Background: an optimization exercise with open tools, aiming at small area, a short achievable clock period and few clock cycles. Do not read the settings as production practice. Where RTL was checked, it was by simulation tests only, not by an equivalence proof against the original. Function not checked in run 1: the RTL went through the layout flow alone. Power is estimated from default activity; no workload was simulated.

## design/flow/design.v

```verilog
package cihp_pkg;
   localparam logic [1:0] KIND_HEAD    = 2'd0;
   localparam logic [1:0] KIND_PAYLOAD = 2'd1;
   localparam logic [1:0] KIND_ERROR   = 2'd2;
   localparam logic [1:0] ERR_BAD_INFO   = 2'd0;
   localparam logic [1:0] ERR_HEAD_TRUNC = 2'd1;
   localparam logic [1:0] ERR_PAY_TRUNC  = 2'd2;
   localparam logic [1:0] PH_IDLE    = 2'd0;
   localparam logic [1:0] PH_EXT     = 2'd1;
   localparam logic [1:0] PH_PAYLOAD = 2'd2;
   localparam logic [1:0] PH_DROP    = 2'd3;
   localparam int VALUE_W = 64;
   localparam int BYTE_W  = 8;
   localparam int MAJOR_W = 3;
   localparam int INFO_W  = 5;
   localparam logic [MAJOR_W-1:0] MAJ_BYTES = 3'd2;
   localparam logic [MAJOR_W-1:0] MAJ_TEXT  = 3'd3;
endpackage
module cihp_front (
   input  logic                         clock,
   input  logic                         reset,
   input  logic                         in_valid,
   input  logic [cihp_pkg::BYTE_W-1:0]  byte_in,
   input  logic                         final_byte,
   input  logic                         res_free,    
   input  logic                         res_pend,    
   output logic                         step,        
   output logic                         res_new,     
   output logic [1:0]                   res_kind,
   output logic [1:0]                   res_ecode,
   output logic                         res_done,
   output logic                         res_two,
   output logic [cihp_pkg::MAJOR_W-1:0] major,       
   output logic [cihp_pkg::VALUE_W-1:0] value
);
   logic [1:0]                     phase_ff, phase_in;
   logic [cihp_pkg::MAJOR_W-1:0]   major_ff, major_in;
   logic [cihp_pkg::VALUE_W-1:0]   xn_ff;
   logic [cihp_pkg::VALUE_W-1:0]   x, x_in;
   logic [cihp_pkg::INFO_W-1:0]    info;
   logic                           info_imm, info_ext;
   logic [cihp_pkg::VALUE_W-1:0]   shifted;
   logic [cihp_pkg::VALUE_W-1:0]   marker;
   logic                           need_pay;
   logic                           ext_last;
   logic                           pay_last;
   logic                           str_major;
   localparam int GRP_W = 16;
   localparam int N_GRP = cihp_pkg::VALUE_W / GRP_W;
   logic [N_GRP-2:0]               gz_ff, gz_in;    
   logic [N_GRP-1:0]               borrow;          
   logic [cihp_pkg::VALUE_W-1:0]   dec;             
   logic                           low_zero;
   assign x     = ~xn_ff;
   assign value = x;
   assign major = major_ff;
   always_comb begin
      info      = byte_in[cihp_pkg::INFO_W-1:0];
      info_imm  = (info < 5'd24);
      info_ext  = !info_imm && (info <= 5'd27);
      shifted   = {x[cihp_pkg::VALUE_W-cihp_pkg::BYTE_W-1:0], byte_in};
      marker     = '0;
      marker[56] = (info[1:0] == 2'd0);
      marker[48] = (info[1:0] == 2'd1);
      marker[32] = (info[1:0] == 2'd2);
      marker[0]  = (info[1:0] == 2'd3);
      ext_last  = x[cihp_pkg::VALUE_W-cihp_pkg::BYTE_W];
      pay_last  = (x[GRP_W-1:0] == GRP_W'(1)) && (&gz_ff[N_GRP-2:1])
                  && (x[cihp_pkg::VALUE_W-1:cihp_pkg::VALUE_W-GRP_W] == '0);
      borrow[0] = 1'b1;
      for (int k = 1; k < N_GRP; k++) begin
         borrow[k] = borrow[k-1] && gz_ff[k-1];
      end
      for (int i = 0; i < cihp_pkg::VALUE_W; i++) begin
         low_zero = borrow[i / GRP_W]
                    && !(|(x[(i / GRP_W) * GRP_W +: GRP_W] & GRP_W'((1 << (i % GRP_W)) - 1)));
         dec[i] = x[i] ^ low_zero;
      end
      gz_in = gz_ff;
      case (phase_ff)
         cihp_pkg::PH_IDLE: begin
            gz_in[0] = info_imm ? (info == '0) : (info[1:0] != 2'd3);
            gz_in[1] = 1'b1;
            gz_in[2] = info_imm || (info[1:0] != 2'd2);
         end
         cihp_pkg::PH_PAYLOAD: begin
            for (int k = 0; k < N_GRP - 1; k++) begin
               gz_in[k] = borrow[k] ? (x[k*GRP_W +: GRP_W] == GRP_W'(1)) : gz_ff[k];
            end
         end
         default: begin
            gz_in[0] = (x[7:0] == '0) && (byte_in == '0);
            for (int k = 1; k < N_GRP - 1; k++) begin
               gz_in[k] = (x[k*GRP_W-cihp_pkg::BYTE_W +: GRP_W] == '0);
            end
         end
      endcase
      phase_in    = phase_ff;
      major_in    = major_ff;
      x_in        = shifted;    
      res_new     = 1'b0;
      res_kind    = cihp_pkg::KIND_HEAD;
      res_ecode   = cihp_pkg::ERR_BAD_INFO;
      res_done    = 1'b0;
      res_two     = 1'b0;
      str_major   = (major_ff == cihp_pkg::MAJ_BYTES) || (major_ff == cihp_pkg::MAJ_TEXT);
      need_pay    = 1'b0;
      case (phase_ff)
         cihp_pkg::PH_IDLE: begin
            major_in    = byte_in[cihp_pkg::BYTE_W-1:cihp_pkg::INFO_W];
            str_major   = (major_in == cihp_pkg::MAJ_BYTES) || (major_in == cihp_pkg::MAJ_TEXT);
            x_in        = info_imm ? cihp_pkg::VALUE_W'(info) : marker;
            if (info_imm) begin
               need_pay = str_major && (info != '0);
               res_new  = 1'b1;
               res_done = !need_pay;
               res_two  = need_pay && final_byte;
               phase_in = (need_pay && !final_byte) ? cihp_pkg::PH_PAYLOAD : cihp_pkg::PH_IDLE;
            end else if (info_ext) begin
               res_new   = final_byte;
               res_kind  = cihp_pkg::KIND_ERROR;
               res_ecode = cihp_pkg::ERR_HEAD_TRUNC;
               phase_in  = final_byte ? cihp_pkg::PH_IDLE : cihp_pkg::PH_EXT;
            end else begin
               res_new   = 1'b1;
               res_kind  = cihp_pkg::KIND_ERROR;
               res_ecode = cihp_pkg::ERR_BAD_INFO;
               phase_in  = final_byte ? cihp_pkg::PH_IDLE : cihp_pkg::PH_DROP;
            end
         end
         cihp_pkg::PH_EXT: begin
            if (ext_last) begin
               need_pay = str_major && !((&gz_ff) && (x[55:48] == '0) && (byte_in == '0));
               res_new  = 1'b1;
               res_done = !need_pay;
               res_two  = need_pay && final_byte;
               phase_in = (need_pay && !final_byte) ? cihp_pkg::PH_PAYLOAD : cihp_pkg::PH_IDLE;
            end else begin
               res_new   = final_byte;
               res_kind  = cihp_pkg::KIND_ERROR;
               res_ecode = cihp_pkg::ERR_HEAD_TRUNC;
               phase_in  = final_byte ? cihp_pkg::PH_IDLE : cihp_pkg::PH_EXT;
            end
         end
         cihp_pkg::PH_PAYLOAD: begin
            x_in     = dec;
            res_new  = 1'b1;
            res_kind = cihp_pkg::KIND_PAYLOAD;
            res_done = pay_last;
            res_two  = !pay_last && final_byte;
            phase_in = (pay_last || final_byte) ? cihp_pkg::PH_IDLE : cihp_pkg::PH_PAYLOAD;
         end
         default: begin
            phase_in = final_byte ? cihp_pkg::PH_IDLE : cihp_pkg::PH_DROP;
         end
      endcase
      step = in_valid && res_free && !res_pend;
   end
   always_ff @(posedge clock) begin
      if (reset) begin
         phase_ff <= cihp_pkg::PH_IDLE;
      end else if (step) begin
         phase_ff <= phase_in;
      end
   end
   always_ff @(posedge clock) begin
      if (step) begin
         major_ff <= major_in;
         xn_ff    <= ~x_in;
         gz_ff    <= gz_in;
      end
   end
endmodule
module cihp_back (
   input  logic                           clock,
   input  logic                           reset,
   input  logic                           step,
   input  logic                           res_new,
   input  logic [1:0]                     res_kind,
   input  logic [1:0]                     res_ecode,
   input  logic                           res_done,
   input  logic                           res_two,
   input  logic [cihp_pkg::MAJOR_W-1:0]   major,
   input  logic [cihp_pkg::BYTE_W-1:0]    res_byte,
   input  logic [cihp_pkg::VALUE_W-1:0]   value,
   output logic                           res_free,
   output logic                           res_pend,
   output logic                           rsp_empty,
   input  logic                           rsp_pop,
   output logic [1:0]                     rsp_kind,
   output logic [cihp_pkg::MAJOR_W-1:0]   rsp_major_type,
   output logic [cihp_pkg::VALUE_W-1:0]   rsp_head_value,
   output logic [cihp_pkg::BYTE_W-1:0]    rsp_payload_byte,
   output logic [1:0]                     rsp_error_code,
   output logic                           rsp_item_done,
   output logic                           rsp_run_end
);
   logic                         valid_ff, pend_ff;
   logic                         nhead_ff, err_ff;    
   logic [1:0]                   ecode_ff;
   logic                         done_ff;
   logic [cihp_pkg::BYTE_W-1:0]  pbyte_ff;
   assign res_free = !valid_ff || rsp_pop;
   assign res_pend = pend_ff;
   always_ff @(posedge clock) begin
      if (reset) begin
         valid_ff <= 1'b0;
         pend_ff  <= 1'b0;
      end else if (res_free) begin
         if (pend_ff) begin
            valid_ff <= 1'b1;
            pend_ff  <= 1'b0;
         end else begin
            valid_ff <= step && res_new;
            pend_ff  <= step && res_new && res_two;
         end
      end
   end
   always_ff @(posedge clock) begin
      if (res_free) begin
         if (pend_ff) begin
            nhead_ff <= 1'b1;
            err_ff   <= 1'b1;
            ecode_ff <= cihp_pkg::ERR_PAY_TRUNC;
            done_ff  <= 1'b0;
            pbyte_ff <= '0;
         end else begin
            nhead_ff <= (res_kind != cihp_pkg::KIND_HEAD);
            err_ff   <= (res_kind == cihp_pkg::KIND_ERROR);
            ecode_ff <= res_ecode;
            done_ff  <= res_done;
            pbyte_ff <= (res_kind == cihp_pkg::KIND_PAYLOAD) ? res_byte : '0;
         end
      end
   end
   assign rsp_empty        = !valid_ff;
   assign rsp_kind         = {err_ff, nhead_ff && !err_ff};
   assign rsp_major_type   = major;
   assign rsp_head_value   = nhead_ff ? '0 : value;
   assign rsp_payload_byte = pbyte_ff;
   assign rsp_error_code   = ecode_ff;
   assign rsp_item_done    = done_ff;
   assign rsp_run_end      = !pend_ff;
endmodule
module cbor_item_head_parser_top (
   input  logic                           clock,
   input  logic                           reset,
   input  logic                           req_push,
   output logic                           req_full,
   input  logic [cihp_pkg::BYTE_W-1:0]    req_byte_in,
   input  logic                           req_final_byte,
   output logic                           rsp_empty,
   input  logic                           rsp_pop,
   output logic [1:0]                     rsp_kind,
   output logic [cihp_pkg::MAJOR_W-1:0]   rsp_major_type,
   output logic [cihp_pkg::VALUE_W-1:0]   rsp_head_value,
   output logic [cihp_pkg::BYTE_W-1:0]    rsp_payload_byte,
   output logic [1:0]                     rsp_error_code,
   output logic                           rsp_item_done,
   output logic                           rsp_run_end
);
   logic                         step;
   logic                         res_free, res_pend, res_new, res_done, res_two;
   logic [1:0]                   res_kind, res_ecode;
   logic [cihp_pkg::MAJOR_W-1:0] major;
   logic [cihp_pkg::VALUE_W-1:0] value;
   assign req_full = res_pend || !res_free;
   cihp_front u_front (
      .clock      (clock),
      .reset      (reset),
      .in_valid   (req_push),
      .byte_in    (req_byte_in),
      .final_byte (req_final_byte),
      .res_free   (res_free),
      .res_pend   (res_pend),
      .step       (step),
      .res_new    (res_new),
      .res_kind   (res_kind),
      .res_ecode  (res_ecode),
      .res_done   (res_done),
      .res_two    (res_two),
      .major      (major),
      .value      (value)
   );
   cihp_back u_back (
      .clock            (clock),
      .reset            (reset),
      .step             (step),
      .res_new          (res_new),
      .res_kind         (res_kind),
      .res_ecode        (res_ecode),
      .res_done         (res_done),
      .res_two          (res_two),
      .major            (major),
      .res_byte         (req_byte_in),
      .value            (value),
      .res_free         (res_free),
      .res_pend         (res_pend),
      .rsp_empty        (rsp_empty),
      .rsp_pop          (rsp_pop),
      .rsp_kind         (rsp_kind),
      .rsp_major_type   (rsp_major_type),
      .rsp_head_value   (rsp_head_value),
      .rsp_payload_byte (rsp_payload_byte),
      .rsp_error_code   (rsp_error_code),
      .rsp_item_done    (rsp_item_done),
      .rsp_run_end      (rsp_run_end)
   );
endmodule
```

## design/flow/flow/run.sh

```bash
#!/bin/bash
# The standard layout, with plain buf_1 cells as the port buffers instead of
# the default delay cells. Each tool's output is kept in flow_standard.log.
set -euo pipefail
bash standard.sh BUFFER_PORTS_ARGS="-buffer_cell sky130_fd_sc_hd__buf_1" finish > flow_standard.log 2>&1
```

## design/flow/standard.sh

```bash
#!/bin/bash
# synth_recipe.tcl (not shown) runs the flow's synth.tcl, then flattens the netlist and writes it again
# the make line also repeats each setting of config.mk as NAME=value (left out here)
make -C /OpenROAD-flow-scripts/flow DESIGN_CONFIG=/design/flow/config.mk WORK_HOME=/design/flow/orfs CLKGATE_MAP_FILE= SYNTH_SCRIPT=/design/flow/synth_recipe.tcl "${@:-finish}"
```

## design/flow/config.mk

```make
export PLATFORM = sky130hd
export DESIGN_NAME = cbor_item_head_parser_top
export DESIGN_NICKNAME = cbor_item_head_parser_top
export VERILOG_FILES = /design/flow/design.v
export SDC_FILE = /design/flow/constraint.sdc
export NUM_CORES = 4
export LEC_CHECK = 0
export CAP_MARGIN = 20
export CORE_MARGIN = 2
export CORE_UTILIZATION = 60
export CTS_BUF_LIST = sky130_fd_sc_hd__clkbuf_8
export PLACE_DENSITY = 0.75
export SETUP_SLACK_MARGIN = 1.75
export SLEW_MARGIN = 20
```

## design/flow/constraint.sdc

```tcl
create_clock -name core_clock -period 4.0 [get_ports {clock}]
set_input_delay 0.8000 -clock core_clock [delete_from_list [all_inputs] [get_ports {clock}]]
set_output_delay 0.8000 -clock core_clock [all_outputs]
set_load 0.01 [all_outputs]
```

==> results.txt, run 1 <==
* R2R depth at 6
* Worst setup endpoint: rsp_head_value[34]
* Power Density at 355 mW/mm^2
* Pleak at 1.95 nW
* Post-synthesis compound-gate area fraction at 0.155
* Fraction of registers with async set/reset at 0
* Drt drc at 0
* Clock Tree Buf Depth at 2
* DIE AREA at 0.00944 mm^2
* Final hold viol count at 0
* Pre-Repair DR Iteration Count at 6
* Final GP Congestion at 0.882
* FF-to-FF Start: u_front.phase_ff[0]
* First-pass GRT wire length at 20700 um
* Max-slew violation count at 0
* Yosys cell types at 56
* Worst skew pair latency at 0.36 ns
* Multi-input gate area at 0.00244 mm^2
* FILL cells at 649
* RSZ-0062 raised after global routing: false
* P&R area growth vs syn at 12.3%
* Largest family of logic cells by synthesized area: simple AND/OR/NAND/NOR gates
* DR WL/cell at 18.0 um
* Core Region at 0.00830 mm^2
* Min Tclk post-route at 2.17 ns
* Clock sink count at 87
* CTS Root Cell: clkbuf_8
* Internal reg-to-reg setup slack at 1.92 ns
* Hold Path Class: reg2reg
* Util after Layout at 0.704
* Fin worst setup slack at 1.83 ns
* VDD IR max at 0.000161 V
* TritonCTS clock tree: built
* Clock-pin slew on the worst setup and hold paths at 0.10 ns
* Critical path type: reg2out
* ANT nets after route at 0
* Grt ovf at 0
* Setup Skew at 0.00933 ns
* CP startpoint: u_back.nhead_ff
* Post-synthesis net count at 531
* Initial Util at 0.627
* Die Span X at 97.2 um
* Slew @ Worst Pin at 0.777 ns
* # setup viols final at 0
* Pre-CTS setup slack at 1.72 ns
* Crit. End Element: primary output
* Core Rows at 33
* Drt total wl at 12600 um
* XOR/XNOR share of the synthesized area at 0.0774
* Outcome: no timing/DRC/antenna violations
* Setup TNS at 0 ns
* Die Y at 97.2 um
* Worst slew margin at 0.481
* Share of layout cells above drive strength 1 at 0.0690
* Max Cap Viol at 0
* Post-synth EDFFs at 83
* Synthesized area at 0.00521 mm^2
* Main synth FF type: edfxtp_1
* Cells resized by post-CTS repair at 1
* Crit path DAT at 1.37 ns
* TritonCTS buffer count at 9
* Proportion of synthesized area in mux cells at 0.00216
* Yosys top cell area share at 0.479
* Initial antenna violation count at 0
* Final Cycle Share at 0.543
* Avg Cell Area, Syn at 10.2 um^2
* Synthesis Warnings at 2
* HPWL Detailed at 8380 um
* I/O Buffers at 95
* Register area at 0.00257 mm^2
* Post-route cell area at 0.00584 mm^2
* Initial drt markers at 322
* Vias per inst at 6.24
* Worst EP required at 3.20 ns
* #FFs+latches synth at 87
* Vias in the first global route at 4080
* Cell Area, Placed at 0.00562 mm^2
* Critical path peak fanout at 65
* Vias post-DR at 4363
* H-tree Lvls at 3
* Post-CTS setup buffers at 0
* Cts hold-fix bufs at 0
* Overall Global Routing Usage at 0.269
* Largest net degree at the start of global routing at 68
* Startpoint types: register
* Most common cell in the netlist: nor2_1
* Final net count at 610
* Post-Synth Adder-Cell Area at 0.0192
* Simple-Gate Fraction of Synth Area at 0.209
* Area contributors post-synth: edfxtp_1 48%, a2bb2oi_1 6.7%, nor2_1 6.3%
* RR Endpoint: u_front.gz_ff[2]
* Fmax at 0.461 GHz
* Leading area contributor after synthesis: edfxtp_1
* Register area share after synthesis at 0.494
* Post-synthesis instance total at 510
* Post-synth top cells: 88 x nor2_1, 83 x edfxtp_1, 40 x a2bb2oi_1
* Top Ports at 96
* Ant. Diodes at 0
## stage by stage
stage	hold slack, ns	power (W)	instances
3_3_place_gp	0.595	0.00138	683
3_5_place_dp	0.607	0.00139	683
4_1_cts	0.623	0.00207	699
2_1_floorplan	0.556	0.00131	510
5_1_grt	0.651	0.00215	699
6_report	0.628	0.00207	699
## routing by layer
layer / wire [um] / part of all wire / global-route usage
met1: 5450 / 0.43 / 0.385
met5: 0 / 0 / 0
met2: 6090 / 0.48 / 0.424
met3: 754 / 0.060 / 0.0324
met4: 313 / 0.025 / 0.0997
## critical path: stages, from the launching register on
cell	delay, ns
edfxtp_1	0.40
buf_8	0.22
nor2_1	0.17
buf_1	0.17
## logic make-up (layout without fill, tap and decap cells)
family	after synthesis	after routing
AO/OA/AOI/OAI	108	108
XOR/XNOR	46	46
adder cells (fa/ha/maj)	8	8
buffers and inverters	48	132
flip-flops	87	87
multiplexers	1	1
AND/OR/NAND/NOR	212	212
## worst min path at each step
stage               depth (start not counted)            from            endpoint
floorplan                                   0  u_back.pend_ff  u_back.ecode_ff[1]
global placement                            0  u_back.pend_ff  u_back.ecode_ff[1]
detailed placement                          0  u_back.pend_ff  u_back.ecode_ff[1]
CTS                                         0  u_back.pend_ff  u_back.ecode_ff[1]
global route                                0  u_back.pend_ff  u_back.ecode_ff[1]
finish                                      0  u_back.pend_ff  u_back.ecode_ff[1]
## flip-flops by register name (all words and copies together) (netlist names)
name / count
u_front.xn_ff: 64
u_back.pbyte_ff: 8
u_front.gz_ff: 3
u_front.major_ff: 3
u_back.ecode_ff: 2
u_front.phase_ff: 2
u_back.done_ff: 1
u_back.err_ff: 1
u_back.nhead_ff: 1
u_back.pend_ff: 1
u_back.valid_ff: 1
## power by group
| group | switching [W] | internal [W] | total [W] |
|---|---|---|---|
| logic | 0.000198 | 0.000105 | 0.000304 |
| registers | 0.0000343 | 0.00104 | 0.00107 |
| clock network | 0.000343 | 0.000354 | 0.000697 |
| total | 0.000576 | 0.00150 | 0.00207 |
## layout make-up
type                       instances  share of cell area
clock buffer                       9              0.0212
clock inverter                     7              0.0163
inverter                          15              0.0103
multi-input combinational        375               0.417
sequential                        87               0.440
tap                              105              0.0225
timing repair buffer             101              0.0721
## cell usage in the layout (no fill, tap or decap), types with 13 or more instances in the layout
cell type,instances
a2bb2oi_1,40
a21oi_1,15
nand3_1,24
edfxtp_1,83
xor2_1,26
nand4_1,15
and3_1,13
inv_1,13
xnor2_1,20
o21ai_0,13
nand2_1,29
buf_1,95
nor2_1,87
==> inputs of run 2 (changes only) <==
--- a/design/flow/design.v
+++ b/design/flow/design.v
@@ -196,7 +196,8 @@
    output logic                           rsp_run_end
 );
    logic                         valid_ff, pend_ff;
-   logic                         nhead_ff, err_ff;    
+   logic                         nhead_ff;            
+   logic [1:0]                   kind_ff;
    logic [1:0]                   ecode_ff;
    logic                         done_ff;
    logic [cihp_pkg::BYTE_W-1:0]  pbyte_ff;
@@ -220,13 +221,13 @@
       if (res_free) begin
          if (pend_ff) begin
             nhead_ff <= 1'b1;
-            err_ff   <= 1'b1;
+            kind_ff  <= cihp_pkg::KIND_ERROR;
             ecode_ff <= cihp_pkg::ERR_PAY_TRUNC;
             done_ff  <= 1'b0;
             pbyte_ff <= '0;
          end else begin
             nhead_ff <= (res_kind != cihp_pkg::KIND_HEAD);
-            err_ff   <= (res_kind == cihp_pkg::KIND_ERROR);
+            kind_ff  <= res_kind;
             ecode_ff <= res_ecode;
             done_ff  <= res_done;
             pbyte_ff <= (res_kind == cihp_pkg::KIND_PAYLOAD) ? res_byte : '0;
@@ -234,7 +235,7 @@
       end
    end
    assign rsp_empty        = !valid_ff;
-   assign rsp_kind         = {err_ff, nhead_ff && !err_ff};
+   assign rsp_kind         = kind_ff;
    assign rsp_major_type   = major;
    assign rsp_head_value   = nhead_ff ? '0 : value;
    assign rsp_payload_byte = pbyte_ff;
--- a/design/flow/config.mk
+++ b/design/flow/config.mk
@@ -8,7 +8,8 @@
 export CAP_MARGIN = 20
 export CORE_MARGIN = 2
 export CORE_UTILIZATION = 60
-export CTS_BUF_LIST = sky130_fd_sc_hd__clkbuf_8
+export CTS_BUF_LIST = sky130_fd_sc_hd__clkbuf_16
+export CTS_CLUSTER_SIZE = 30
 export PLACE_DENSITY = 0.75
 export SETUP_SLACK_MARGIN = 1.75
 export SLEW_MARGIN = 20
==> run 2 against run 1 <==
Net effect: sequential cell count grew 1; non-clock buffer count unchanged; largest power group unchanged; still clean on timing, DRC and antenna; utilization is 0.54 points higher; count of clock-buffer cells in the layout did not move; synthesized cell count rose by 2.2%; sequential power about the same.
==> results.txt, run 2 <==
* Setup TNS at 0 ns (unchanged)
* Overall Global Routing Usage at 0.269 (about the same)
* Final net count at 620 (was 610)
* Die Span X at 97.0 um (was 97.2 um)
* Core Rows at 33 (unchanged)
* Pleak at 2.02 nW (was 1.95 nW)
* Ant. Diodes at 0 (unchanged)
* Fmax at 0.460 GHz (was 0.461 GHz)
* Worst slew margin at 0.479 (was 0.481)
* Crit. End Element: primary output (unchanged)
* Critical path type: reg2out (unchanged)
* # setup viols final at 0 (unchanged)
* Min Tclk post-route at 2.17 ns (about the same)
* Clock sink count at 88 (was 87)
* Slew @ Worst Pin at 0.778 ns (was 0.777 ns)
* Total power at 0.00213 W (was 0.00207 W)
* Most common cell in the netlist: nor2_1 (unchanged)
* First-pass GRT wire length at 20700 um (about the same)
* TritonCTS clock tree: built (unchanged)
* Largest Register: u_front.xn_ff (unchanged)
* Register area share after synthesis at 0.502 (was 0.494)
* Fraction of registers with async set/reset at 0 (unchanged)
* Top Ports at 96 (unchanged)
* RSZ-0062 raised after global routing: false (unchanged)
* P&R area growth vs syn at 13.6% (was 12.3%)
* Post-synth top cells: 95 x nor2_1, 84 x edfxtp_1, 45 x a2bb2oi_1 (was 88 x nor2_1, 83 x edfxtp_1, 40 x a2bb2oi_1)
* H-tree Lvls at 3 (unchanged)
* Internal reg-to-reg setup slack at 2.00 ns (was 1.92 ns)
* RR Endpoint: u_front.gz_ff[2] (unchanged)
* HPWL Detailed at 8490 um (was 8380 um)
* Die Y at 97.0 um (was 97.2 um)
* #FFs+latches synth at 88 (was 87)
* Hold path depth at 0 (unchanged)
* Hold Path Class: reg2reg (unchanged)
* Avg Cell Area, Syn at 9.95 um^2 (was 10.2 um^2)
* Share of layout cells above drive strength 1 at 0.0728 (was 0.0690)
* Fin worst setup slack at 1.83 ns (about the same)
* Vias post-DR at 4358 (was 4363)
* Post-route cell area at 0.00589 mm^2 (was 0.00584 mm^2)
* Leading area contributor after synthesis: edfxtp_1 (unchanged)
* Grt ovf at 0 (unchanged)
* Core Region at 0.00830 mm^2 (unchanged)
* Clock-pin slew on the worst setup and hold paths at 0.06 ns (was 0.10 ns)
* Hold_ws at 0.614 ns (was 0.628 ns)
* Flip-flop count of the largest register after layout at 64 (unchanged)
* R2R depth at 6 (unchanged)
* Area contributors post-synth: edfxtp_1 49%, a2bb2oi_1 7.6%, nor2_1 6.9% (was edfxtp_1 48%, a2bb2oi_1 6.7%, nor2_1 6.3%)
* Yosys cell types at 48 (was 56)
* Post-synthesis instance total at 521 (was 510)
* Final Cycle Share at 0.544 (was 0.543)
* Crit path DAT at 1.37 ns (about the same)
* Drt drc at 0 (unchanged)
* Pre-Repair DR Iteration Count at 5 (was 6)
* Power Density at 361 mW/mm^2 (was 355 mW/mm^2)
* DR WL/cell at 17.9 um (was 18.0 um)
* Largest regs: u_front.xn_ff: 64 flops, u_back.pbyte_ff: 8 flops (unchanged)
* I/O Buffers at 95 (unchanged)
* FF-to-FF Start: u_front.phase_ff[1] (was u_front.phase_ff[0])
* DIE AREA at 0.00940 mm^2 (was 0.00944 mm^2)
* ANT nets after route at 0 (unchanged)
* Outcome: no timing/DRC/antenna violations (unchanged)
* Final hold viol count at 0 (unchanged)
* Synthesized area at 0.00518 mm^2 (was 0.00521 mm^2)
* Worst hold endpoint: u_back.ecode_ff[1] (unchanged)
* CTS Root Cell: clkbuf_16 (was clkbuf_8)
* Main synth FF type: edfxtp_1 (unchanged)
* Drt total wl at 12700 um (was 12600 um)
* Initial drt markers at 347 (was 322)
* Initial Util at 0.625 (was 0.627)
* Post-synthesis net count at 542 (was 531)
* FILL cells at 648 (was 649)
* Hold Startpoint: u_back.pend_ff (unchanged)
* Synthesis Warnings at 2 (unchanged)
* Yosys top cell area share at 0.486 (was 0.479)
* Clock Tree Buf Depth at 2 (unchanged)
* Max Cap Viol at 0 (unchanged)
* Critical path peak fanout at 64 (was 65)
* Max-slew violation count at 0 (unchanged)
* Startpoint types: register (unchanged)
* Pre-CTS setup slack at 1.32 ns (was 1.72 ns)
* Final GP Congestion at 0.842 (was 0.882)
* Cell Area, Placed at 0.00560 mm^2 (was 0.00562 mm^2)
* Worst EP required at 3.20 ns (about the same)
* Most common cell after layout, fill and taps aside: buf_1 (unchanged)
* Worst skew pair latency at 0.34 ns (was 0.36 ns)
* Largest net degree at the start of global routing at 65 (was 68)
* Vias per inst at 6.15 (was 6.24)
* Post-synth EDFFs at 84 (was 83)
* Vias in the first global route at 4038 (was 4080)
* Most frequent cells in the layout: 95 x buf_1, 93 x nor2_1, 84 x edfxtp_1 (was 95 x buf_1, 87 x nor2_1, 83 x edfxtp_1)
* Setup Skew at 0.00533 ns (was 0.00933 ns)
* TritonCTS buffer count at 9 (unchanged)
* Initial antenna violation count at 0 (unchanged)
* VDD IR max at 0.000202 V (was 0.000161 V)
## run 2: cell count changes after synthesis, moves of 3 or more
cell,change
a21o_1,-3
a21oi_1,+7
a2bb2oi_1,+5
a31oi_1,-4
clkbuf_1,+6
clkbuf_8,-3
nand3_1,+3
nor2_1,+7
nor2_4,+4
nor2b_1,-4
nor4_4,-3
o21a_1,-3
xnor2_1,+3
## run 2: worst max-delay path by stage
stage / from / endpoint / slack (ns) / depth (start not counted)
after floorplan: rsp_pop / u_front.phase_ff[1] / 1.48 / 6
after global placement: rsp_pop / u_front.xn_ff[54] / 1.34 / 6
after detailed placement: rsp_pop / u_front.xn_ff[37] / 1.32 / 6
after CTS: u_back.nhead_ff / rsp_head_value[37] / 1.80 / 3
after global routing: u_back.nhead_ff / rsp_head_value[37] / 1.76 / 3
final: u_back.nhead_ff / rsp_head_value[37] / 1.83 / 3
## run 2: power breakdown
group	switching (W)	leakage (nW)	total (W)	internal, W
clock	0.000344	0.130	0.000758	0.000414
sequential	0.0000297	0.701	0.00108	0.00105
combinational	0.000190	1.19	0.000290	0.0000996
## run 2: metrics by stage
step	utilization	instances
floorplan	-	521
global placement	0.675	692
detailed placement	0.675	692
CTS	0.708	709
global route	0.710	709
finish	0.710	709
## run 2: critical path, stage by stage, from the launching register on
cell      delay, ns
edfxtp_1       0.39
buf_8          0.22
nor2_2         0.19
buf_1          0.18
## run 2: kinds of logic (layout without fill, tap and decap cells)
kind of cell             after synthesis  in the layout  share of synthesized area
adder cells (fa/ha/maj)                8              8                     0.0193
XOR/XNOR                              49             49                     0.0828
AND/OR/NAND/NOR                      214            214                      0.200
buffers and inverters                 53            136                     0.0417
flip-flops                            88             88                      0.502
AO/OA/AOI/OAI                        109            109                      0.154
## run 2: repair_timing
item	4_1_cts	5_1_grt
gates resized for setup	2	4
gates cloned	1	0
hold buffers	0	0
setup endpoints to repair	50	3
buffers inserted	0	0
## run 2: layer usage
metal  up-vias  GRT usage  routed length, um  part of all wire
met1      2104      0.381               5630              0.44
met2       174      0.430               6100              0.48
li1       2059          -                  -                 -
met4         0     0.0888                220             0.017
met3        21     0.0368                779             0.061
met5         -          0                  0                 0
## run 2: final cells by class
| cell class | instances | area (um^2) | area share |
|---|---|---|---|
| clock buffers | 9 | 225 | 0.0382 |
| clock inverters | 7 | 38.8 | 0.00659 |
| inverters | 18 | 71.3 | 0.0121 |
| multi-input cells | 380 | 2400 | 0.408 |
| flip-flops and latches | 88 | 2600 | 0.442 |
| well taps | 105 | 131 | 0.0223 |
| repair buffers | 101 | 409 | 0.0695 |
| repair inverters | 1 | 5.00 | 0.000850 |
Testbench counts of run 2, summed over its fixed seeds: cycles 24,277.
==> inputs of run 3 (changes only) <==
--- a/design/flow/config.mk
+++ b/design/flow/config.mk
@@ -8,8 +8,7 @@
 export CAP_MARGIN = 20
 export CORE_MARGIN = 2
 export CORE_UTILIZATION = 60
-export CTS_BUF_LIST = sky130_fd_sc_hd__clkbuf_16
-export CTS_CLUSTER_SIZE = 30
-export PLACE_DENSITY = 0.75
+export CTS_BUF_LIST = sky130_fd_sc_hd__clkbuf_8
+export PLACE_DENSITY = 0.85
 export SETUP_SLACK_MARGIN = 1.75
 export SLEW_MARGIN = 20
==> run 3 against run 2 <==
Net effect: register-to-register slack got worse by 0.04 ns; non-clock buffer count increased by 4; clock power down 23%; die area stayed put; worst setup slack lost 0.042 ns; via count shrank 0.25%; fmax fell by 1.9%; cell count rose by 0.14%; power fell by 7.9%; largest power group unchanged.
==> results.txt, run 3 <==
* Most common cell after layout, fill and taps aside: buf_1 (unchanged)
* DIE AREA at 0.00940 mm^2 (unchanged)
* Setup TNS at 0 ns (unchanged)
* Vias post-DR at 4347 (was 4358)
* Min Tclk post-route at 2.22 ns (was 2.17 ns)
* Crit path DAT at 1.42 ns (was 1.37 ns)
* Startpoint types: register (unchanged)
* Post-synth EDFFs at 84 (unchanged)
* Hold Path Class: reg2reg (unchanged)
* Clock-pin slew on the worst setup and hold paths at 0.09 ns (was 0.06 ns)
* Vias per inst at 6.12 (was 6.15)
* CTS Root Cell: clkbuf_8 (was clkbuf_16)
* R2R depth at 5 (was 6)
* Internal reg-to-reg setup slack at 1.96 ns (was 2.00 ns)
* Most common cell in the netlist: nor2_1 (unchanged)
* Area contributors post-synth: edfxtp_1 49%, a2bb2oi_1 7.6%, nor2_1 6.9% (unchanged)
* Power Density at 337 mW/mm^2 (was 361 mW/mm^2)
* Largest delay share family, worst path: flip-flops (was buffers and inverters)
* Post-synthesis net count at 542 (unchanged)
* Worst slew margin at 0.472 (was 0.479)
* RR Endpoint: u_back.pend_ff (was u_front.gz_ff[2])
* Crit. End Element: primary output (unchanged)
* Share of layout cells above drive strength 1 at 0.0711 (was 0.0728)
* Final net count at 623 (was 620)
* Final Cycle Share at 0.554 (was 0.544)
* P&R area growth vs syn at 12.2% (was 13.6%)
* RSZ-0062 raised after global routing: false (unchanged)
* Core Rows at 33 (unchanged)
* Most frequent cells in the layout: 95 x buf_1, 94 x nor2_1, 84 x edfxtp_1 (was 95 x buf_1, 93 x nor2_1, 84 x edfxtp_1)
* Top Ports at 96 (unchanged)
* Cell Area, Placed at 0.00561 mm^2 (was 0.00560 mm^2)
* VDD IR max at 0.000167 V (was 0.000202 V)
* ANT nets after route at 0 (unchanged)
* Vias in the first global route at 4207 (was 4038)
* TritonCTS clock tree: built (unchanged)
* Outcome: no timing/DRC/antenna violations (unchanged)
* Final GP Congestion at 0.884 (was 0.842)
* Max-slew violation count at 0 (unchanged)
* Crit path max-delay cell type: edfxtp_1 (unchanged)
* HPWL Detailed at 8480 um (was 8490 um)
* Worst EP required at 3.20 ns (about the same)
* Core Region at 0.00830 mm^2 (unchanged)
* Critical path peak fanout at 44 (was 64)
* Post-synthesis instance total at 521 (unchanged)
* Grt ovf at 0 (unchanged)
* FILL cells at 629 (was 648)
* Register area share after synthesis at 0.502 (unchanged)
* Initial drt markers at 365 (was 347)
* TritonCTS buffer count at 9 (unchanged)
* Largest net degree at the start of global routing at 54 (was 65)
* Critical path type: reg2out (unchanged)
* Post-route cell area at 0.00582 mm^2 (was 0.00589 mm^2)
* #FFs+latches synth at 88 (unchanged)
* Synthesis Warnings at 2 (unchanged)
* Slew @ Worst Pin at 0.790 ns (was 0.778 ns)
* Overall Global Routing Usage at 0.277 (was 0.269)
* Avg Cell Area, Syn at 9.95 um^2 (unchanged)
* Pre-Repair DR Iteration Count at 5 (unchanged)
* Crit path cell chain: buf_12 > nor2_1 > buf_1 (was buf_8 > nor2_2 > buf_1)
* Delay of the slowest critical-path stage at 0.49 ns (was 0.39 ns)
* Flip-flop count of the largest register after layout at 64 (unchanged)
* CP bufs+invs at 2 (unchanged)
* Max Cap Viol at 0 (unchanged)
* Leading area contributor after synthesis: edfxtp_1 (unchanged)
* Drt drc at 0 (unchanged)
* Pleak at 2.00 nW (was 2.02 nW)
* Fmax at 0.451 GHz (was 0.460 GHz)
* DR WL/cell at 17.8 um (was 17.9 um)
* Main synth FF type: edfxtp_1 (unchanged)
* Largest Register: u_front.xn_ff (unchanged)
* FF-to-FF Start: u_front.xn_ff[11] (was u_front.phase_ff[1])
* Clock Tree Buf Depth at 2 (unchanged)
* First-pass GRT wire length at 21400 um (was 20700 um)
* Yosys cell types at 48 (unchanged)
* # setup viols final at 0 (unchanged)
* Worst skew pair latency at 0.35 ns (was 0.34 ns)
* Hold path depth at 0 (unchanged)
* Hold Startpoint: u_back.pend_ff (unchanged)
* Die Span X at 97.0 um (unchanged)
* Synthesized area at 0.00518 mm^2 (unchanged)
* H-tree Lvls at 3 (unchanged)
* I/O Buffers at 95 (unchanged)
* Final hold viol count at 0 (unchanged)
* Cts hold-fix bufs at 0 (unchanged)
* Drt total wl at 12700 um (about the same)
* Largest regs: u_front.xn_ff: 64 flops, u_back.pbyte_ff: 8 flops (unchanged)
* Post-synth top cells: 95 x nor2_1, 84 x edfxtp_1, 45 x a2bb2oi_1 (unchanged)
* Initial Util at 0.625 (unchanged)
* Clock sink count at 88 (unchanged)
* Ant. Diodes at 0 (unchanged)
* Initial antenna violation count at 0 (unchanged)
* Worst hold endpoint: u_back.ecode_ff[1] (unchanged)
* Yosys top cell area share at 0.486 (unchanged)
* Fraction of registers with async set/reset at 0 (unchanged)
* Setup Skew at 0.0128 ns (was 0.00533 ns)
* Die Y at 97.0 um (unchanged)
[run 3: layer usage]
layer  global-route usage  routed length [um]  vias up
li1                     -                   -     2054
met1                0.385                5350     2102
met2                0.451                6300      177
met3               0.0441                 846       14
met4               0.0823                 150        0
met5                    0                   0        -
[run 3: layout make-up]
class | instances | area [um^2] | area share
flip-flops and latches | 88 | 2600 | 0.447
multi-input cells | 380 | 2400 | 0.412
repair buffers | 105 | 442 | 0.0759
well taps | 105 | 131 | 0.0226
clock buffers | 9 | 124 | 0.0213
inverters | 18 | 71.3 | 0.0123
clock inverters | 5 | 51.3 | 0.00882
[run 3: report_power, final]
part	switching (W)	internal, W	leakage [nW]
Clock	0.000304	0.000278	0.0921
Combinational	0.000195	0.000106	1.21
Sequential	0.0000283	0.00105	0.701
[run 3: cell families (layout without fill, tap and decap cells)]
family | Yosys count | after routing | share of synthesized area
AOI/OAI and AO/OA | 109 | 109 | 0.154
DFF | 88 | 88 | 0.502
buffers and inverters | 53 | 137 | 0.0417
xor gates and xnor gates | 49 | 49 | 0.0828
and+or+nand+nor | 214 | 214 | 0.200
adders and majority gates | 8 | 8 | 0.0193
[run 3: repair_timing]
| action | 4_1_cts | 5_1_grt |
|---|---|---|
| endpoints found under the hold margin | 0 | 0 |
| resized for setup | 1 | 3 |
| setup buffers | 3 | 0 |
| endpoints found under the setup margin | 45 | 2 |
[run 3: worst max-delay path by stage]
stage,from,endpoint,slack [ns],cells after the start
floorplan,rsp_pop,u_front.phase_ff[1],1.48,6
detailed placement,req_byte_in[3],u_back.pend_ff,1.63,6
CTS,u_back.nhead_ff,rsp_head_value[37],1.82,3
global placement,rsp_pop,u_front.xn_ff[52],1.67,6
global route,u_back.nhead_ff,rsp_head_value[37],1.73,3
finish,u_back.nhead_ff,rsp_head_value[37],1.78,3
[run 3: stage by stage]
| step | setup WS, ns | hold slack [ns] | total power (W) | utilization | cells |
|---|---|---|---|---|---|
| floorplan | 1.48 | 0.559 | 0.00130 | - | 521 |
| global placement | 1.67 | 0.596 | 0.00137 | 0.676 | 693 |
| detailed placement | 1.63 | 0.591 | 0.00138 | 0.676 | 693 |
| CTS | 1.82 | 0.590 | 0.00196 | 0.700 | 710 |
| global route | 1.73 | 0.616 | 0.00203 | 0.701 | 710 |
| finish | 1.78 | 0.590 | 0.00196 | 0.701 | 710 |
==> inputs of run 4 (changes only) <==
--- a/design/flow/config.mk
+++ b/design/flow/config.mk
@@ -9,6 +9,7 @@
 export CORE_MARGIN = 2
 export CORE_UTILIZATION = 60
 export CTS_BUF_LIST = sky130_fd_sc_hd__clkbuf_8
-export PLACE_DENSITY = 0.85
+export CTS_CLUSTER_SIZE = 25
+export PLACE_DENSITY = 0.75
 export SETUP_SLACK_MARGIN = 1.75
 export SLEW_MARGIN = 20
==> run 4 against run 3 <==
Net effect: via count fell by 1.1%; sequential share of layout area rose by 0.21 points; die area did not move; worst hold slack improved by 0.025 ns; combinational power fell by 4%; design area fell by 0.43%; fmax rose by 1.5%; power fell by 2.6%; utilization fell by 0.30 points; clock power fell by 7.2%; register-to-register slack improved by 0.02 ns; non-clock buffer count fell by 4; critical path type unchanged; critical endpoint unchanged.
==> results.txt, run 4 <==
* Outcome: no timing/DRC/antenna violations (unchanged)
* ANT nets after route at 0 (unchanged)
* Critical path peak fanout at 64 (was 44)
* Post-synthesis instance total at 521 (unchanged)
* Crit path max-delay cell type: edfxtp_1 (unchanged)
* DR WL/cell at 17.7 um (was 17.8 um)
* P&R area growth vs syn at 11.7% (was 12.2%)
* Post-synthesis net count at 542 (unchanged)
* Overall Global Routing Usage at 0.267 (was 0.277)
* Sequential share of power at 0.565 (was 0.549)
* CTS Root Cell: clkbuf_8 (unchanged)
* Setup TNS at 0 ns (unchanged)
* #FFs+latches synth at 88 (unchanged)
* Multi-input gate area at 0.00240 mm^2 (about the same)
* Fraction of registers with async set/reset at 0 (unchanged)
* Placed Cells incl. Taps at 692 (was 693)
* Initial Util at 0.625 (unchanged)
* Worst skew pair latency at 0.36 ns (was 0.35 ns)
* Most common cell in the netlist: nor2_1 (unchanged)
* HPWL Detailed at 8490 um (was 8480 um)
* Critical path type: reg2out (unchanged)
* Clock-pin slew on the worst setup and hold paths at 0.09 ns (about the same)
* Power Density at 329 mW/mm^2 (was 337 mW/mm^2)
* Fmax at 0.458 GHz (was 0.451 GHz)
* Leading area contributor after synthesis: edfxtp_1 (unchanged)
* Most common cell after layout, fill and taps aside: buf_1 (unchanged)
* Min Tclk post-route at 2.18 ns (was 2.22 ns)
* Combinational fraction of design power at 0.152 (was 0.154)
* Drt total wl at 12500 um (was 12700 um)
* Crit path DAT at 1.38 ns (was 1.42 ns)
* Clock Tree Buf Depth at 2 (unchanged)
* Sw frac at 0.283 (was 0.269)
* Largest delay share family, worst path: flip-flops (unchanged)
* Max-slew violation count at 0 (unchanged)
* I/O Buffers at 95 (unchanged)
* First-pass GRT wire length at 20500 um (was 21400 um)
* Post-synth EDFFs at 84 (unchanged)
* TritonCTS buffer count at 9 (unchanged)
* Largest Register: u_front.xn_ff (unchanged)
* CP bufs+invs at 2 (unchanged)
* RSZ-0062 raised after global routing: false (unchanged)
* Final hold viol count at 0 (unchanged)
* Yosys top cell area share at 0.486 (unchanged)
* # setup viols final at 0 (unchanged)
* Flip-flop count of the largest register after layout at 64 (unchanged)
* Drt drc at 0 (unchanged)
* RR Endpoint: u_front.gz_ff[2] (was u_back.pend_ff)
* Pleak at 1.98 nW (was 2.00 nW)
* H-tree Lvls at 3 (unchanged)
* Vias per inst at 6.06 (was 6.12)
* Fin worst setup slack at 1.82 ns (was 1.78 ns)
* Vias post-DR at 4300 (was 4347)
* Clk network pwr share at 0.283 (was 0.297)
* Initial antenna violation count at 0 (unchanged)
* Startpoint types: register (unchanged)
* TritonCTS clock tree: built (unchanged)
* Worst slew margin at 0.489 (was 0.472)
* Grt ovf at 0 (unchanged)
* Worst setup endpoint: rsp_head_value[37] (unchanged)
* Largest regs: u_front.xn_ff: 64 flops, u_back.pbyte_ff: 8 flops (unchanged)
* FILL cells at 674 (was 629)
* Metal2 WL at 6000 um (was 6300 um)
* Most frequent cells in the layout: 95 x buf_1, 93 x nor2_1, 84 x edfxtp_1 (was 95 x buf_1, 94 x nor2_1, 84 x edfxtp_1)
* Final GP Congestion at 0.842 (was 0.884)
* Util after Layout at 0.698 (was 0.701)
* Ant. Diodes at 0 (unchanged)
* Pre-Repair DR Iteration Count at 4 (was 5)
* Critical path depth at 3 (unchanged)
* VDD IR max at 0.000212 V (was 0.000167 V)
* Slew @ Worst Pin at 0.762 ns (was 0.790 ns)
* Met3 routed WL at 748 um (was 846 um)
* Yosys cell types at 48 (unchanged)
* Max Cap Viol at 0 (unchanged)
* Vias in the first global route at 3988 (was 4207)
* Internal reg-to-reg setup slack at 1.98 ns (was 1.96 ns)
* Total power at 0.00191 W (was 0.00196 W)
* Initial drt markers at 304 (was 365)
* Hold Path Class: reg2reg (unchanged)
* Post-synth top cells: 95 x nor2_1, 84 x edfxtp_1, 45 x a2bb2oi_1 (unchanged)
* DR top layer: met4 (unchanged)
* Register area at 0.00260 mm^2 (about the same)
* Pre-CTS setup slack at 1.32 ns (was 1.63 ns)
* Main synth FF type: edfxtp_1 (unchanged)
* Core Region at 0.00830 mm^2 (unchanged)
* Delay of the slowest critical-path stage at 0.42 ns (was 0.49 ns)
* Worst EP required at 3.20 ns (about the same)
* Core Rows at 33 (unchanged)
* Hold Startpoint: u_back.pend_ff (unchanged)
* DIE AREA at 0.00940 mm^2 (unchanged)
* Share of layout cells above drive strength 1 at 0.0728 (was 0.0711)
* R2R depth at 6 (was 5)
* Top Ports at 96 (unchanged)
* Die Y at 97.0 um (unchanged)
* Sw power at 0.000540 W (was 0.000527 W)
* Synthesis Warnings at 2 (unchanged)
* Largest net degree at the start of global routing at 65 (was 54)
* Final net count at 620 (was 623)
* Crit. End Element: primary output (unchanged)
* CP startpoint: u_back.nhead_ff (unchanged)
* Fin cells at 709 (was 710)
* Area contributors post-synth: edfxtp_1 49%, a2bb2oi_1 7.6%, nor2_1 6.9% (unchanged)
* Setup Skew at 0.00708 ns (was 0.0128 ns)
* M1 WL at 5580 um (was 5350 um)
* Final Cycle Share at 0.546 (was 0.554)
* Register area share after synthesis at 0.502 (unchanged)
* Synthesized area at 0.00518 mm^2 (unchanged)
* Crit path cell chain: buf_12 > nor2_2 > buf_1 (was buf_12 > nor2_1 > buf_1)
* FF-to-FF Start: u_front.phase_ff[1] (was u_front.xn_ff[11])
* Die Span X at 97.0 um (unchanged)
* Clock sink count at 88 (unchanged)
* Avg Cell Area, Syn at 9.95 um^2 (unchanged)
* Int Power at 0.00137 W (was 0.00143 W)
## run 4: cell types whose count changed in the layout (fill, tap and decap cells not counted), sizes merged
cell	delta
clkinvlp	+1
buf	-4
clkinv	+4
inv	-1
bufinv	-1
## run 4: per-layer routing
| metal | vias to the layer above | GRT usage |
|---|---|---|
| met5 | - | 0 |
| met4 | 0 | 0.0813 |
| met3 | 20 | 0.0354 |
| met2 | 159 | 0.421 |
| met1 | 2062 | 0.386 |
| li1 | 2059 | - |
## run 4: repair_timing
action / 4_1_cts / 5_1_grt
buffers inserted: 0 / 0
endpoints found under the setup margin: 99 / 16
hold buffers: 0 / 0
gates cloned: 1 / 0
resized for setup: 2 / 5
## run 4: layout make-up
cell class | count | share of cell area
Sequential cell | 88 | 0.449
Tap cell | 105 | 0.0227
Clock inverter | 7 | 0.00670
Inverter | 18 | 0.0123
Timing Repair Buffer | 101 | 0.0715
Multi-Input combinational cell | 380 | 0.415
Clock buffer | 9 | 0.0214
Timing Repair inverter | 1 | 0.000864
## run 4: cells by family after synthesis
| kind of cell | synth area share |
|---|---|
| AO/OA/AOI/OAI | 0.154 |
| buffers and inverters | 0.0417 |
| AND/OR/NAND/NOR | 0.200 |
| flip-flops | 0.502 |
| adder cells (fa/ha/maj) | 0.0193 |
| XOR/XNOR | 0.0828 |
## run 4: power by group through the flow
| stage | registers, W | logic (W) | clock network, W |
|---|---|---|---|
| after floorplan | 0.00109 | 0.000207 | 0 |
| after global placement | 0.00110 | 0.000278 | 0 |
| after detailed placement | 0.00110 | 0.000284 | 0 |
| after CTS | 0.00108 | 0.000288 | 0.000540 |
| after global routing | 0.00108 | 0.000320 | 0.000579 |
| final | 0.00108 | 0.000290 | 0.000540 |
## run 4: per-stage QoR
stage / hold WS (ns) / area, um^2
finish: 0.616 / 5790
global route: 0.626 / 5790
CTS: 0.611 / 5780
detailed placement: 0.597 / 5600
global placement: 0.595 / 5600
floorplan: 0.559 / 5210
## run 4: worst min-delay path by stage
stage                          to  cells after the start
6_report       u_back.ecode_ff[1]                      0
2_1_floorplan      u_back.pend_ff                      2
4_1_cts        u_back.ecode_ff[1]                      0
3_5_place_dp   u_back.ecode_ff[1]                      0
5_1_grt        u_back.ecode_ff[1]                      0
3_3_place_gp   u_back.ecode_ff[1]                      0
==> inputs of run 5 (changes only) <==
--- a/design/flow/config.mk
+++ b/design/flow/config.mk
@@ -9,7 +9,7 @@
 export CORE_MARGIN = 2
 export CORE_UTILIZATION = 60
 export CTS_BUF_LIST = sky130_fd_sc_hd__clkbuf_8
-export CTS_CLUSTER_SIZE = 25
+export CTS_CLUSTER_SIZE = 45
 export PLACE_DENSITY = 0.75
 export SETUP_SLACK_MARGIN = 1.75
 export SLEW_MARGIN = 20
==> run 5 against run 4 <==
Net effect: sequential power is essentially flat; sequential cell count is the same; critical endpoint unchanged; clock power is essentially flat.
==> results.txt, run 5 <==
* Hold_ws at 0.616 ns (unchanged)
* TritonCTS clock tree: built (unchanged)
* First-pass GRT wire length at 20500 um (unchanged)
* Die Y at 97.0 um (unchanged)
* Final hold viol count at 0 (unchanged)
* Yosys cell types at 48 (unchanged)
* Cell Area, Placed at 0.00560 mm^2 (unchanged)
* Post-CTS setup buffers at 0 (unchanged)
* Initial Util at 0.625 (unchanged)
* Post-synth top cells: 95 x nor2_1, 84 x edfxtp_1, 45 x a2bb2oi_1 (unchanged)
* Post-synthesis instance total at 521 (unchanged)
* DR WL/cell at 17.7 um (unchanged)
* Area contributors post-synth: edfxtp_1 49%, a2bb2oi_1 7.6%, nor2_1 6.9% (unchanged)
* Critical path peak fanout at 64 (unchanged)
* Hold Path Class: reg2reg (unchanged)
* Grt ovf at 0 (unchanged)
* Most common cell in the netlist: nor2_1 (unchanged)
* Largest net degree at the start of global routing at 65 (unchanged)
* Max-slew violation count at 0 (unchanged)
* Post-route cell area at 0.00579 mm^2 (unchanged)
* Crit path cell chain: buf_12 > nor2_2 > buf_1 (unchanged)
* Largest regs: u_front.xn_ff: 64 flops, u_back.pbyte_ff: 8 flops (unchanged)
* Synthesis Warnings at 2 (unchanged)
* Post-synth EDFFs at 84 (unchanged)
* Worst EP required at 3.20 ns (about the same)
* Share of layout cells above drive strength 1 at 0.0728 (unchanged)
* Main synth FF type: edfxtp_1 (unchanged)
* Flip-flop count of the largest register after layout at 64 (unchanged)
* Max Cap Viol at 0 (unchanged)
* Clock Tree Buf Depth at 2 (unchanged)
* Synthesized area at 0.00518 mm^2 (unchanged)
* Yosys top cell area share at 0.486 (unchanged)
* Worst skew pair latency at 0.36 ns (about the same)
* Power Density at 329 mW/mm^2 (unchanged)
* Cts hold-fix bufs at 0 (unchanged)
* Pleak at 1.98 nW (unchanged)
* Multi-input gate area at 0.00240 mm^2 (unchanged)
* Vias per inst at 6.06 (unchanged)
* Worst slew margin at 0.489 (unchanged)
* Ant. Diodes at 0 (unchanged)
* Hold Startpoint: u_back.pend_ff (unchanged)
* Vias post-DR at 4300 (unchanged)
* CTS Root Cell: clkbuf_8 (unchanged)
* Clock-pin slew on the worst setup and hold paths at 0.09 ns (about the same)
* Die Span X at 97.0 um (unchanged)
* Pre-Repair DR Iteration Count at 4 (unchanged)
* Fraction of registers with async set/reset at 0 (unchanged)
* Final Cycle Share at 0.546 (unchanged)
* Leading area contributor after synthesis: edfxtp_1 (unchanged)
* Largest Register: u_front.xn_ff (unchanged)
* Startpoint types: register (unchanged)
* RR Endpoint: u_front.gz_ff[2] (unchanged)
* Hold path depth at 0 (unchanged)
* Drt drc at 0 (unchanged)
* Setup Skew at 0.00708 ns (unchanged)
* Crit path max-delay cell type: edfxtp_1 (unchanged)
* Most frequent cells in the layout: 95 x buf_1, 93 x nor2_1, 84 x edfxtp_1 (unchanged)
* Initial antenna violation count at 0 (unchanged)
* Slew @ Worst Pin at 0.762 ns (unchanged)
* Delay of the slowest critical-path stage at 0.42 ns (about the same)
* ANT nets after route at 0 (unchanged)
* Register area share after synthesis at 0.502 (unchanged)
* DIE AREA at 0.00940 mm^2 (unchanged)
* Register area at 0.00260 mm^2 (unchanged)
* Min Tclk post-route at 2.18 ns (unchanged)
* Final GP Congestion at 0.842 (unchanged)
* Top Ports at 96 (unchanged)
* Total power at 0.00191 W (unchanged)
* Initial drt markers at 304 (unchanged)
* Overall Global Routing Usage at 0.267 (unchanged)
* I/O Buffers at 95 (unchanged)
* Post-synthesis net count at 542 (unchanged)
* # setup viols final at 0 (unchanged)
* RSZ-0062 raised after global routing: false (unchanged)
* Setup TNS at 0 ns (unchanged)
* Avg Cell Area, Syn at 9.95 um^2 (unchanged)
* R2R depth at 6 (unchanged)
* Clock sink count at 88 (unchanged)
* Outcome: no timing/DRC/antenna violations (unchanged)
* FF-to-FF Start: u_front.phase_ff[1] (unchanged)
* Crit path DAT at 1.38 ns (about the same)
* Core Rows at 33 (unchanged)
* Worst hold endpoint: u_back.ecode_ff[1] (unchanged)
* Vias in the first global route at 3988 (unchanged)
* TritonCTS buffer count at 9 (unchanged)
* Drt total wl at 12500 um (unchanged)
* Internal reg-to-reg setup slack at 1.98 ns (about the same)
* Final net count at 620 (unchanged)
* H-tree Lvls at 3 (unchanged)
* P&R area growth vs syn at 11.7% (unchanged)
* Most common cell after layout, fill and taps aside: buf_1 (unchanged)
* Crit. End Element: primary output (unchanged)
* Critical path type: reg2out (unchanged)
* VDD IR max at 0.000212 V (unchanged)
* FILL cells at 674 (unchanged)
* #FFs+latches synth at 88 (unchanged)
* HPWL Detailed at 8490 um (unchanged)
* Fmax at 0.458 GHz (unchanged)
* Core Region at 0.00830 mm^2 (unchanged)
[run 5: cell counts after synthesis]
No cell type changed its count.
[run 5: layout make-up]
type	instances	share of cell area
clock buffer	9	0.0214
timing repair inverter	1	0.000864
tap	105	0.0227
clock inverter	7	0.00670
inverter	18	0.0123
multi-input combinational	380	0.415
sequential	88	0.449
timing repair buffer	101	0.0715
[run 5: cells by family (layout without fill, tap and decap cells)]
| family | count (synthesis) | in the layout | synth area share |
|---|---|---|---|
| and+or+nand+nor | 214 | 214 | 0.200 |
| adders and majority gates | 8 | 8 | 0.0193 |
| AOI/OAI and AO/OA | 109 | 109 | 0.154 |
| xor gates and xnor gates | 49 | 49 | 0.0828 |
| DFF | 88 | 88 | 0.502 |
| buffers and inverters | 53 | 136 | 0.0417 |
[run 5: per-layer routing]
metal  GRT usage  part of all wire  vias to the layer above  wire length [um]
li1            -                 -                     2059                 -
met1       0.386              0.45                     2062              5580
met2       0.421              0.48                      159              6000
met3      0.0354             0.060                       20               748
met4      0.0813             0.016                        0               202
met5           0                 0                        -                 0
[run 5: critical path, delay by kind of cell, from the launching register on]
kind / cells / cell delay [ns]
buffers and inverters: 2 / 0.39
flip-flops: 1 / 0.42
AND/OR/NAND/NOR: 1 / 0.18
[run 5: how the worst max path moves through the flow]
stage | startpoint | depth (start not counted) | endpoint | slack [ns]
after floorplan | rsp_pop | 6 | u_front.phase_ff[1] | 1.48
after global placement | rsp_pop | 6 | u_front.xn_ff[54] | 1.34
after detailed placement | rsp_pop | 6 | u_front.xn_ff[37] | 1.32
after CTS | u_back.nhead_ff | 3 | rsp_head_value[37] | 1.76
after global routing | u_back.nhead_ff | 3 | rsp_head_value[37] | 1.76
final | u_back.nhead_ff | 3 | rsp_head_value[37] | 1.82
[run 5: timing repair]
action	CTS	global route
setup endpoints to repair	99	16
gates cloned	1	0
resized for setup	2	5
[run 5: where the power goes]
| part | internal, W | switching, W | leakage (nW) |
|---|---|---|---|
| Combinational | 0.000101 | 0.000189 | 1.19 |
| Clock | 0.000219 | 0.000321 | 0.0838 |
| Sequential | 0.00105 | 0.0000300 | 0.701 |
| Total | 0.00137 | 0.000540 | 1.98 |
[run 5: through the flow]
stage | std cells | worst slack [ns] | utilization
6_report | 709 | 1.82 | 0.698
5_1_grt | 709 | 1.76 | 0.698
4_1_cts | 709 | 1.76 | 0.696
3_5_place_dp | 692 | 1.32 | 0.675
3_3_place_gp | 692 | 1.34 | 0.675
2_1_floorplan | 521 | 1.48 | -
==> inputs of run 6 (changes only) <==
--- a/design/flow/config.mk
+++ b/design/flow/config.mk
@@ -9,7 +9,6 @@
 export CORE_MARGIN = 2
 export CORE_UTILIZATION = 60
 export CTS_BUF_LIST = sky130_fd_sc_hd__clkbuf_8
-export CTS_CLUSTER_SIZE = 45
 export PLACE_DENSITY = 0.75
-export SETUP_SLACK_MARGIN = 1.75
+export SETUP_SLACK_MARGIN = 1.65
 export SLEW_MARGIN = 20
==> run 6 against run 5 <==
Net effect: combinational power hardly changed; count of clock-buffer cells in the layout unchanged; non-clock buffer count unchanged; critical path depth is the same; sequential share of layout area is 0.14 points higher; global-route usage shrank 0.12 points; sequential cell count is the same; power down 0.23%; critical path type unchanged; first-iteration DRC count grew 3.9%; worst setup slack worse by 0.049 ns.
==> results.txt, run 6 <==
* Largest Register: u_front.xn_ff (unchanged)
* RSZ-0062 raised after global routing: false (unchanged)
* Vias post-DR at 4372 (was 4300)
* Largest regs: u_front.xn_ff: 64 flops, u_back.pbyte_ff: 8 flops (unchanged)
* Final hold viol count at 0 (unchanged)
* Vias per inst at 6.17 (was 6.06)
* Critical path peak fanout at 64 (unchanged)
* Worst slew margin at 0.401 (was 0.489)
* Post-synthesis instance total at 521 (unchanged)
* Delay of the slowest critical-path stage at 0.38 ns (was 0.42 ns)
* Sw power at 0.000538 W (was 0.000540 W)
* Yosys top cell area share at 0.486 (unchanged)
* TritonCTS buffer count at 9 (unchanged)
* Most common cell after layout, fill and taps aside: buf_1 (unchanged)
* Crit. End Element: primary output (unchanged)
* Main synth FF type: edfxtp_1 (unchanged)
* Pre-Repair DR Iteration Count at 5 (was 4)
* Clock Tree Buf Depth at 2 (unchanged)
* CP startpoint: u_back.nhead_ff (unchanged)
* Final net count at 620 (unchanged)
* First-pass GRT wire length at 20400 um (was 20500 um)
* TritonCTS clock tree: built (unchanged)
* #FFs+latches synth at 88 (unchanged)
* VDD IR max at 0.000212 V (about the same)
* Combinational fraction of design power at 0.151 (was 0.152)
* # setup viols final at 0 (unchanged)
* Util after Layout at 0.696 (was 0.698)
* Worst setup endpoint: rsp_head_value[37] (unchanged)
* Core Rows at 33 (unchanged)
* Clock-pin slew on the worst setup and hold paths at 0.09 ns (about the same)
* Power Density at 330 mW/mm^2 (was 329 mW/mm^2)
* Outcome: no timing/DRC/antenna violations (unchanged)
* Max-slew violation count at 0 (unchanged)
* Initial drt markers at 316 (was 304)
* Drt drc at 0 (unchanged)
* I/O Buffers at 95 (unchanged)
* FF-to-FF Start: u_front.xn_ff[0] (was u_front.phase_ff[1])
* Crit path cell chain: buf_6 > nor2_1 > buf_1 (was buf_12 > nor2_2 > buf_1)
* Initial antenna violation count at 0 (unchanged)
* Critical path type: reg2out (unchanged)
* Final Cycle Share at 0.558 (was 0.546)
* Post-CTS setup buffers at 0 (unchanged)
* DR WL/cell at 17.8 um (was 17.7 um)
* Largest net degree at the start of global routing at 65 (unchanged)
* Post-synth EDFFs at 84 (unchanged)
* H-tree Lvls at 3 (unchanged)
* Setup TNS at 0 ns (unchanged)
* Clk network pwr share at 0.283 (about the same)
* Cts hold-fix bufs at 0 (unchanged)
* Sequential share of power at 0.566 (was 0.565)
* Leading area contributor after synthesis: edfxtp_1 (unchanged)
* Setup Skew at 0.00613 ns (was 0.00708 ns)
* P&R area growth vs syn at 11.4% (was 11.7%)
* Initial Util at 0.625 (unchanged)
* Share of layout cells above drive strength 1 at 0.0695 (was 0.0728)
* Synthesis Warnings at 2 (unchanged)
* Largest delay share family, worst path: buffers and inverters (was flip-flops)
* Yosys cell types at 48 (unchanged)
* DIE AREA at 0.00940 mm^2 (unchanged)
* Overall Global Routing Usage at 0.265 (was 0.267)
* Min Tclk post-route at 2.23 ns (was 2.18 ns)
* HPWL Detailed at 8490 um (unchanged)
* Ant. Diodes at 0 (unchanged)
* Drt total wl at 12600 um (was 12500 um)
* Crit path max-delay cell type: edfxtp_1 (unchanged)
* Grt ovf at 0 (unchanged)
* ANT nets after route at 0 (unchanged)
* Die Span X at 97.0 um (unchanged)
* CP bufs+invs at 2 (unchanged)
* Die Y at 97.0 um (unchanged)
* R2R depth at 7 (was 6)
* Fmax at 0.448 GHz (was 0.458 GHz)
* Post-synth top cells: 95 x nor2_1, 84 x edfxtp_1, 45 x a2bb2oi_1 (unchanged)
* Crit path DAT at 1.43 ns (was 1.38 ns)
* Sw frac at 0.283 (about the same)
* CTS Root Cell: clkbuf_8 (unchanged)
* Max Cap Viol at 0 (unchanged)
* Slew @ Worst Pin at 0.894 ns (was 0.762 ns)
* Startpoint types: register (unchanged)
* Int Power at 0.00137 W (about the same)
* Avg Cell Area, Syn at 9.95 um^2 (unchanged)
* Hold Path Class: reg2reg (unchanged)
* Fraction of registers with async set/reset at 0 (unchanged)
* Most frequent cells in the layout: 95 x buf_1, 94 x nor2_1, 84 x edfxtp_1 (was 95 x buf_1, 93 x nor2_1, 84 x edfxtp_1)
* Pleak at 1.97 nW (was 1.98 nW)
* Vias in the first global route at 3995 (was 3988)
* Most common cell in the netlist: nor2_1 (unchanged)
* Clock sink count at 88 (unchanged)
* Register area share after synthesis at 0.502 (unchanged)
* Core Region at 0.00830 mm^2 (unchanged)
* Area contributors post-synth: edfxtp_1 49%, a2bb2oi_1 7.6%, nor2_1 6.9% (unchanged)
* Flip-flop count of the largest register after layout at 64 (unchanged)
* Post-synthesis net count at 542 (unchanged)
* Internal reg-to-reg setup slack at 1.83 ns (was 1.98 ns)
* Final GP Congestion at 0.842 (unchanged)
* Worst EP required at 3.20 ns (about the same)
* Top Ports at 96 (unchanged)
* Synthesized area at 0.00518 mm^2 (unchanged)
* Worst skew pair latency at 0.36 ns (about the same)
* RR Endpoint: u_back.pend_ff (was u_front.gz_ff[2])
* Critical path depth at 3 (unchanged)
[run 6: cell counts after synthesis]
No cell type changed its count.
[run 6: power by group through the flow]
| stage | clock [W] | combinational [W] | sequential, W |
|---|---|---|---|
| after floorplan | 0 | 0.000207 | 0.00109 |
| final | 0.000539 | 0.000287 | 0.00108 |
| after CTS | 0.000540 | 0.000287 | 0.00108 |
| after global placement | 0 | 0.000278 | 0.00110 |
| after detailed placement | 0 | 0.000284 | 0.00110 |
| after global routing | 0.000578 | 0.000318 | 0.00108 |
[run 6: logic make-up after synthesis]
logic type	Yosys count	share of synthesized area
AOI/OAI and AO/OA	109	0.154
buffers and inverters	53	0.0417
adders and majority gates	8	0.0193
and+or+nand+nor	214	0.200
xor gates and xnor gates	49	0.0828
DFF	88	0.502
[run 6: stage by stage]
step	total power [W]	hold slack, ns	instance area, um^2	worst slack, ns	cells
finish	0.00190	0.620	5780	1.77	709
floorplan	0.00130	0.559	5210	1.48	521
detailed placement	0.00138	0.597	5600	1.32	692
global route	0.00198	0.626	5780	1.68	709
CTS	0.00190	0.611	5770	1.68	708
global placement	0.00137	0.595	5600	1.34	692
[run 6: worst min-delay path by stage]
stage | from | cells after the start | slack, ns | to
6_report | u_back.pend_ff | 0 | 0.62 | u_back.ecode_ff[1]
5_1_grt | u_back.pend_ff | 0 | 0.63 | u_back.ecode_ff[1]
4_1_cts | u_back.pend_ff | 0 | 0.61 | u_back.ecode_ff[1]
3_5_place_dp | u_back.pend_ff | 0 | 0.60 | u_back.ecode_ff[1]
3_3_place_gp | u_back.pend_ff | 0 | 0.60 | u_back.ecode_ff[1]
2_1_floorplan | u_back.pend_ff | 2 | 0.56 | u_back.pend_ff
[run 6: cell type report]
cell class	count	area (um^2)
repair inverters	1	5.00
flip-flops and latches	88	2600
inverters	18	71.3
well taps	105	131
multi-input cells	380	2400
repair buffers	101	405
fillers	677	2520
clock inverters	7	38.8
clock buffers	9	124
[run 6: metal layers]
metal / GRT usage / wire [um] / up-vias / part of all wire
li1: - / - / 2063 / -
met1: 0.382 / 5550 / 2107 / 0.44
met2: 0.421 / 6060 / 184 / 0.48
met3: 0.0354 / 804 / 18 / 0.064
met4: 0.0834 / 197 / 0 / 0.016
met5: 0 / 0 / - / 0
[run 6: repair_timing]
action / CTS / global route
resized for setup: 1 / 1
setup endpoints to repair: 1 / 36
hold endpoints to repair: 0 / 0
gates cloned: 0 / 1

==> separate check: timing with driven ports <==
The results above use ideal ports. As a check the final layouts listed here were re-extracted and re-timed, cells and wires unchanged.
Step 1, drivers: a clkbuf_16 drives clock and a buf_2 each remaining input, both assumed.
Step 2 adds t to the input delays and takes it off the output delays; t is the mean of the earliest and latest rising clock arrival at the registers after step 1. Input paths then give back, and output paths get back, about the clock's delay inside the block.
a / b / c = no drivers / after step 1 / after step 2; a / b = the first two.
| run | t (ns) | setup WS [ns] | worst slew at a driven data input, ns | cell pins on the clock port's net |
|---|---|---|---|---|
| run 1 | 0.391 | 1.829 / 1.796 / 1.674 | 0.03 | 1 |
| run 2 | 0.374 | 1.826 / 1.787 / 1.570 | 0.03 | 1 |
| run 3 | 0.384 | 1.784 / 1.746 / 1.593 | 0.03 | 1 |
| run 4 | 0.386 | 1.816 / 1.783 / 1.581 | 0.03 | 1 |
| run 5 | 0.386 | 1.816 / 1.783 / 1.581 | 0.03 | 1 |
| run 6 | 0.386 | 1.767 / 1.734 / 1.466 | 0.03 | 1 |
After both steps every run listed still meets setup and hold. For run 6, which loses most, drivers alone change the setup slack by -0.033 ns; drivers and shift together by -0.301 ns.
